Source: an optimization exercise on an open RTL-to-GDS flow (aim: small area and a short achievable clock period). Production flows keep margins and buffers that such runs may drop.
Function was checked by simulation only, so behaviour that the tests miss may differ from the original.
Power and IR drop assume default switching activity.

**flow/config.mk**
```make
export PLATFORM = sky130hd
export DESIGN_NAME = dac_playback
export DESIGN_NICKNAME = dac_playback
export VERILOG_FILES = /design/flow/design.v
export SDC_FILE = /design/flow/constraint.sdc
export NUM_CORES = 4
export LEC_CHECK = 0
export CAP_MARGIN = 20
export CORE_MARGIN = 2
export CORE_UTILIZATION = 65
export SETUP_SLACK_MARGIN = 3.0
export SLEW_MARGIN = 20
export SYNTH_HIERARCHICAL = 1
export TNS_END_PERCENT = 10
```
**flow/constraint.sdc**
```tcl
create_clock -name core_clock -period 6.0 [get_ports {clk_35M}]
set_input_delay 1.2000 -clock core_clock [delete_from_list [all_inputs] [get_ports {clk_35M}]]
set_output_delay 1.2000 -clock core_clock [all_outputs]
set_load 0.01 [all_outputs]
```
**flow/design.v**
```verilog
package dac_pkg;
    typedef enum logic [1:0] {IDLE, PRIME, PLAY} state_t;
    localparam int ADDR_W_DEF = 8;
    localparam int DATA_W_DEF = 8;
    localparam logic [7:0] IDLE_CODE = 8'd128;
endpackage
module dac_aoi222 (
    input  logic a0, b0, a1, b1, a2, b2,
    output logic y
);
    assign y = !((a0 && b0) || (a1 && b1) || (a2 && b2));
endmodule
module dac_sample_ram #(
    parameter int ADDR_W = 8,
    parameter int DATA_W = 8,
    parameter int GRP_W  = 2
) (
    input  logic                         clk_35M,
    input  logic                         wr_en,
    input  logic [ADDR_W-1:0]            wr_addr,
    input  logic [DATA_W-1:0]            wr_data,
    input  logic [ADDR_W-1:0]            rd_addr,
    output logic [2**GRP_W*DATA_W-1:0]   rd_grp
);
    localparam int N  = 2**ADDR_W;
    localparam int NG = 2**GRP_W;
    localparam int LW = ADDR_W - GRP_W;
    localparam int GN = 2**LW;
    localparam int NT = GN / 3;               
    localparam int NR = GN - 3 * NT;          
    localparam int NX = NT + (NR > 0 ? 1 : 0);
    logic [N*DATA_W-1:0]       mem;
    logic [N-1:0]              we;
    logic [GN-1:0]             rs;
    logic [NG*DATA_W-1:0]      rd_or;
    always_comb begin
        for (int w = 0; w < N; w++)
            we[w] = wr_en && wr_addr == ADDR_W'(w);
        for (int w = 0; w < GN; w++)
            rs[w] = rd_addr[LW-1:0] == LW'(w);
    end
    for (genvar w = 0; w < N; w++) begin : g_word
        always_ff @(posedge clk_35M)
            if (we[w]) mem[w*DATA_W +: DATA_W] <= wr_data;
    end
    for (genvar g = 0; g < NG; g++) begin : g_grp
        for (genvar b = 0; b < DATA_W; b++) begin : g_bit
            logic [NX-1:0] x;    
            for (genvar t = 0; t < NT; t++) begin : g_t
                dac_aoi222 u_aoi (
                    .a0(rs[3*t]),   .b0(mem[(g*GN+3*t)*DATA_W + b]),
                    .a1(rs[3*t+1]), .b1(mem[(g*GN+3*t+1)*DATA_W + b]),
                    .a2(rs[3*t+2]), .b2(mem[(g*GN+3*t+2)*DATA_W + b]),
                    .y(x[t])
                );
            end
            if (NR == 1) begin : g_r1
                assign x[NT] = !(rs[3*NT] && mem[(g*GN+3*NT)*DATA_W + b]);
            end else if (NR == 2) begin : g_r2
                assign x[NT] = !((rs[3*NT] && mem[(g*GN+3*NT)*DATA_W + b]) ||
                                 (rs[3*NT+1] && mem[(g*GN+3*NT+1)*DATA_W + b]));
            end
            assign rd_or[g*DATA_W + b] = !(&x);
        end
    end
    always_ff @(posedge clk_35M) rd_grp <= rd_or;
endmodule
module dac_playback #(
    parameter int ADDR_W = dac_pkg::ADDR_W_DEF,
    parameter int DATA_W = dac_pkg::DATA_W_DEF,
    parameter logic [DATA_W-1:0] IDLE_CODE = DATA_W'(dac_pkg::IDLE_CODE)
) (
    input logic clk_35M,
    input logic rst,
    input  logic              wr_en,
    input  logic [ADDR_W-1:0] wr_addr,
    input  logic [DATA_W-1:0] wr_data,
    input  logic              start,
    input  logic              stop,
    input  logic [ADDR_W-1:0] len,
    input  logic              loop,
    input  logic [7:0]        div,
    input  logic              test_ramp,
    output logic [DATA_W-1:0] da_data,
    output logic              sample_stb,
    output logic              busy,
    output logic              done
);
    logic              prime;      
    logic              bnd;        
    logic [ADDR_W-1:0] len_q;
    logic [ADDR_W-1:0] ra;         
    logic [ADDR_W-1:0] sa;         
    logic [ADDR_W-1:0] sa_succ;
    logic              eq;         
    logic [7:0]        div_q;
    logic              div_z;
    logic [7:0]        cnt;
    logic              loop_q;
    logic              stop_q;
    logic              first;
    logic              last;
    logic              ramp_q;
    logic [DATA_W-1:0] ramp_v;
    localparam int GRP_W = 2;
    logic [2**GRP_W*DATA_W-1:0] rd_grp;
    logic [GRP_W-1:0]  rd_gsel;    
    logic [DATA_W-1:0] rd_data;
    logic              fin;
    logic              play;
    logic              bnd_n;
    assign play    = busy && !prime;
    assign fin     = !ramp_q && !loop_q && eq;
    assign sa_succ = sa == len_q ? '0 : sa + 1'b1;
    logic end_now;
    assign end_now = !first && (last || stop_q);
    always_comb begin
        if (prime)      bnd_n = 1'b1;
        else if (!play) bnd_n = 1'b0;
        else if (bnd)   bnd_n = !end_now && div_z;
        else            bnd_n = cnt == 8'd1;
    end
    assign rd_data = rd_grp[rd_gsel*DATA_W +: DATA_W];
    dac_sample_ram #(.ADDR_W(ADDR_W), .DATA_W(DATA_W), .GRP_W(GRP_W)) u_ram (
        .clk_35M(clk_35M),
        .wr_en(wr_en),
        .wr_addr(wr_addr),
        .wr_data(wr_data),
        .rd_addr(ra),
        .rd_grp(rd_grp)
    );
    always_ff @(posedge clk_35M or posedge rst) begin
        if (rst) begin
            prime      <= 1'b0;
            bnd        <= 1'b0;
            da_data    <= IDLE_CODE;
            sample_stb <= 1'b0;
            busy       <= 1'b0;
            done       <= 1'b0;
            len_q      <= '0;
            div_q      <= '0;
            div_z      <= 1'b0;
            loop_q     <= 1'b0;
            cnt        <= '0;
            ra         <= '0;
            sa         <= '0;
            eq         <= 1'b0;
            stop_q     <= 1'b0;
            first      <= 1'b0;
            last       <= 1'b0;
            ramp_q     <= 1'b0;
            ramp_v     <= '0;
            rd_gsel    <= '0;
        end else begin
            sample_stb <= 1'b0;
            done       <= 1'b0;
            rd_gsel    <= ra[ADDR_W-1 -: GRP_W];
            bnd        <= bnd_n;
            eq         <= ra == len_q;
            if (bnd_n) begin
                ra <= sa;
                sa <= sa_succ;
            end
            if (!busy) begin
                if (start) begin
                    prime  <= 1'b1;
                    busy   <= 1'b1;
                    len_q  <= len;
                    div_q  <= div;
                    div_z  <= div == 8'd0;
                    loop_q <= loop;
                    ra     <= '0;
                    sa     <= {7'd0, len != '0};
                    stop_q <= 1'b0;
                    first  <= 1'b1;
                    last   <= 1'b0;
                    ramp_q <= test_ramp;
                    ramp_v <= '0;
                end
            end else if (prime) begin
                prime  <= 1'b0;
                stop_q <= stop;
            end else begin
                if (stop) stop_q <= 1'b1;
                if (!bnd) cnt <= cnt - 1'b1;
                else if (end_now) begin
                    busy    <= 1'b0;
                    done    <= 1'b1;
                    da_data <= IDLE_CODE;
                end else begin
                    da_data    <= ramp_q ? ramp_v : rd_data;
                    sample_stb <= 1'b1;
                    cnt        <= div_q;
                    first      <= 1'b0;
                    last       <= fin;
                    ramp_v     <= ramp_v + 1'b1;
                end
            end
        end
    end
endmodule
```
**flow/run.sh**
```bash
#!/bin/bash
# synth_recipe.tcl (not shown) runs the flow's synth.tcl, then flattens the netlist and writes it again
# the make line also repeats each setting of config.mk as NAME=value (left out here)
make -C /OpenROAD-flow-scripts/flow DESIGN_CONFIG=/design/flow/config.mk WORK_HOME=/design/flow/orfs CLKGATE_MAP_FILE= SYNTH_SCRIPT=/design/flow/synth_recipe.tcl finish
```
==> flow_summary_export.csv <==
group,metric,value,unit
drt,dr.pass1.iters,11,
drt,drc,0,
logic_synthesis,synth-seq-cells,2150,
logic_synthesis,yosysUniqueCellTypes,61,
timing,setup_viol,0,
worst_setup_path,worst_setup_path_end_kind,"register",
logic_synthesis,syn_inst,3828,
clock_network,clkTransAtPathRegs,0.06,ns
logic_synthesis,avgSynthCellArea,19.86,um^2
power,power.internal,24630,uW
timing,worst_pin_slew,1.321,ns
clock_network,ctsHoldBuffers,0,
logic_synthesis,synth-async-reset-ratio,0.03256,
worst_setup_path,crit_fanout,8,
timing,setup_ws,2.475,ns
hold_path,hold_depth,0,
placed_design,gp_congestion,0.9103,
global_routing,grt_use_met3,0.09749,
cells_and_area,postLayoutCoreUtil,0.7655,
worst_setup_path,r2r_cells,9,
timing,fmax,283.6,MHz
worst_setup_path,crit_chain,"nor2b_4 -> buf_4 -> nand2_4 -> nor2_4 -> buf_12 -> a222oi_1 -> nand4_1 -> or4_4 -> a2111o_1",
timing,slew_headroom,0.1162,
placed_design,dp_slack,1.731,ns
worst_setup_path,rr_endpoint,"u_ram.rd_grp[23]$_DFF_P_",
cells_and_area,drive_above_1_share,0.1971,
die,start_util,0.6553,
cells_and_area,area_delta_synth_final,16.82,%
drt,drt-initial-drc-count,11220,
timing,finalClockSkew,0.02456,ns
hold_path,min_path_type,"register to register",
worst_setup_path,cpPeakStageDelay,0.73,ns
clock_network,clk_path_buf_depth,3,
worst_setup_path,crit_type,"register to register",
logic_synthesis,synthTopCellsByArea,"edfxtp_1 81%, a222oi_1 8.8%, dfrtp_1 2.3%",
power,switching_share,0.2332,
die,ios,50,
clock_network,clock_sinks,2150,
logic_synthesis,synth-edff-count,2048,
power,ir_drop,0.3575,mV
die,core_area,116000,um^2
power,p_leak,0.02800,uW
worst_setup_path,r2r_slack,2.47,ns
worst_setup_path,cpLargestDelayFamily,"simple AND/OR/NAND/NOR gates",
cells_and_area,layout_common_cells,"2048 x edfxtp_1, 672 x a222oi_1, 207 x clkbuf_16",
die,rows,125,
power,switchingPower,7491,uW
clock_network,cts_buffers,199,
job,drv_cap,0,
hold_path,hold_start,"ra[6]$_DFF_PP0_",
die,die_w,346.0,um
power,power_density,361.6,nW/um^2
timing,setup_tns,0,ns
timing,min_period,3.526,ns
placed_design,hpwl,129900,um
logic_synthesis,synth_area_leader_cell,"edfxtp_1",
logic_synthesis,synth_top_area_share,0.8088,
global_routing,antenna_found_initial,11,
worst_setup_path,cp.required,6.68,ns
global_routing,grt_overflow,0,
global_routing,grt_pass1_vias,43040,
global_routing,grt_util_met1,0.5225,
cells_and_area,final_common_cell,"edfxtp_1",
timing,slew_viol_final,0,
clock_network,clk_latency,0.80,ns
timing,timing.hold.ws,0.4257,ns
clock_network,htree_levels,4,
timing,fin_crit_sh,0.5876,
die,die_area,119700,um^2
drt,antenna_left,0,
logic_synthesis,ys_warn_count,8,
worst_setup_path,r2r_start,"ra[3]$_DFF_PP0_",
power,pwr-share-clk,0.380,
power,p_comb_frac,0.089,
logic_synthesis,synth_mux_area_frac,0.003554,
drt,vias,45420,
worst_setup_path,cp.arrival,4.21,ns
logic_synthesis,synth-compound-area-share,0.1005,
logic_synthesis,synthSimpleGateAreaFrac,0.04831,
logic_synthesis,ys.flop_type,"edfxtp_1",
drt,viasPerCell,7.637,
logic_synthesis,mappedNetlistArea,76040,um^2
drt,wire_per_inst,37.64,um
clock_network,cts_tree,"yes",
power,power,32130,uW
logic_synthesis,synth_xor_area_frac,0.002188,
logic_synthesis,synth_top_family_by_area,"compound AO/OA/AOI/OAI gates",
logic_synthesis,yosysSeqAreaShare,0.8402,
global_routing,grt-busiest-layer,"met2",
timing,hold_violations,0,
worst_setup_path,crit_slowest_cell,"or4_4",
global_routing,grt_pass1_wl,312400,um
drt,drt_wl_total,223800,um
cells_and_area,fin_nets,4296,
worst_setup_path,worst-path-stages,9,
worst_setup_path,worst_setup_path_start_kind,"register",
logic_synthesis,synth_nets,3871,
worst_setup_path,path_buf_inv,2,
clock_network,clock-root-buffer,"clkbuf_16",
outcome,status,"complete, no violations",
power,pwr-share-seq,0.531,
timing,rsz0062_at_grt,"true",
placed_design,io_buffers,49,
global_routing,grt_max_degree,117,
hold_path,whs_endpoint,"rd_gsel[0]$_DFF_PP0_",
die,die_h,346.0,um
global_routing,grt_usage,0.3702,
global_routing,met2_usage,0.5610,
logic_synthesis,synthAdderAreaFrac,0.0006582,
[cell families (layout without fill, tap and decap cells)]
group,Yosys count,in the layout
other,0,5
buffers and inverters,73,661
adder cells (fa/ha/maj),4,4
flip-flops,2150,2150
AND/OR/NAND/NOR,774,776
AO/OA/AOI/OAI,791,791
XOR/XNOR,19,19
multiplexers,17,17
[Yosys cell counts, types with 8 or more instances]
| library cell | n |
|---|---|
| o22ai_1 | 8 |
| edfxtp_1 | 2048 |
| dfxtp_1 | 32 |
| a2111o_1 | 31 |
| buf_2 | 39 |
| a21oi_1 | 21 |
| mux2i_1 | 9 |
| nand3_1 | 68 |
| nand2_1 | 144 |
| xnor2_1 | 17 |
| nand4_1 | 139 |
| o21ai_0 | 31 |
| mux4_2 | 8 |
| nor2_1 | 337 |
| clkbuf_1 | 23 |
| or4_1 | 33 |
| a222oi_1 | 672 |
| dfrtp_1 | 69 |
[registers in the layout, summed over array words and instances (netlist names), 2 cells and up]
register	cells
ra	8
u_ram.rd_grp	32
len_q	8
ramp_v	8
div_q	8
rd_gsel	2
u_ram.mem	2048
da_data	8
cnt	8
sa	8
[per-module statistics from Yosys (local to each module, per instance), excerpt]
module / cell area, um^2 / cells inside / flops+latches / times used
dac_playback: 3680 / 376 / 70 / 1
dac_aoi222: 10.01 / 1 / 0 / 672
[cell type report]
class	instances	area [um^2]
Sequential cell	2150	63900
Fill cell	6307	27210
Multi-Input combinational cell	1607	13050
Clock buffer	264	5394
Timing Repair Buffer	289	3675
Tap cell	1524	1907
Clock inverter	102	872.1
Inverter	6	22.52
Antenna cell	5	12.51
[worst max-delay path by stage]
| stage | from | end |
|---|---|---|
| floorplan | rst | bnd$_DFF_PP0_ |
| CTS | wr_addr[4] | u_ram.mem[1861]$_DFFE_PP_ |
| finish | ra[3]$_DFF_PP0_ | u_ram.rd_grp[23]$_DFF_P_ |
| detailed placement | wr_addr[3] | u_ram.mem[1049]$_DFFE_PP_ |
| global route | wr_addr[1] | u_ram.mem[1256]$_DFFE_PP_ |
| global placement | wr_addr[3] | u_ram.mem[159]$_DFFE_PP_ |
[repair_timing]
item | CTS | global route
setup endpoints to repair | 1802 | 1891
pin swaps | 241 | 23
buffers inserted | 84 | 28
resized for setup | 280 | 151
cloned | 29 | 3
[power groups by stage]
| stage | Combinational (uW) | Clock (uW) | Sequential (uW) |
|---|---|---|---|
| CTS | 2720 | 12200 | 17100 |
| finish | 2860 | 12200 | 17100 |
| global placement | 2290 | 0 | 17400 |
| detailed placement | 2370 | 0 | 17400 |
| global route | 2940 | 12900 | 17100 |
| floorplan | 1160 | 0 | 17200 |
[per-stage QoR]
stage	instances	area [um^2]
finish	5947	88840
CTS	5911	88080
detailed placement	5432	79210
global route	5942	88820
floorplan	3828	76040
global placement	5432	79210
[metal layers]
metal	wire length (um)	vias up
li1	-	18060
met1	79300	22970
met2	103300	3841
met3	31030	536
met4	10120	12
met5	81	-

-- afterwards: timing with drivers on the ports --
The results above use ideal ports. As a check the final layout listed here was re-extracted and re-timed, cells and wires unchanged. Step 1, drivers: a clkbuf_16 drives clk_35M and a buf_2 each remaining input, both assumed. Step 2 adds t to the input delays and takes it off the output delays; t is the mean of the earliest and latest rising clock arrival at the registers after step 1. Input paths then give back, and output paths get back, about the clock's delay inside the block. Three values: ideal ports, drivers, drivers and shift; two values: the first two.
t, ns: 0.874
slack for setup (ns): 2.475 / 2.475 / 1.681
hold WS [ns]: 0.426 / 0.426 / 0.426
worst slew at a driven data input, ns: 0.05
pins driven straight from the clock port: 1
After both steps this run still meets setup and hold. For this run, drivers alone change the setup slack by 0.000 ns; drivers and shift together by -0.794 ns.
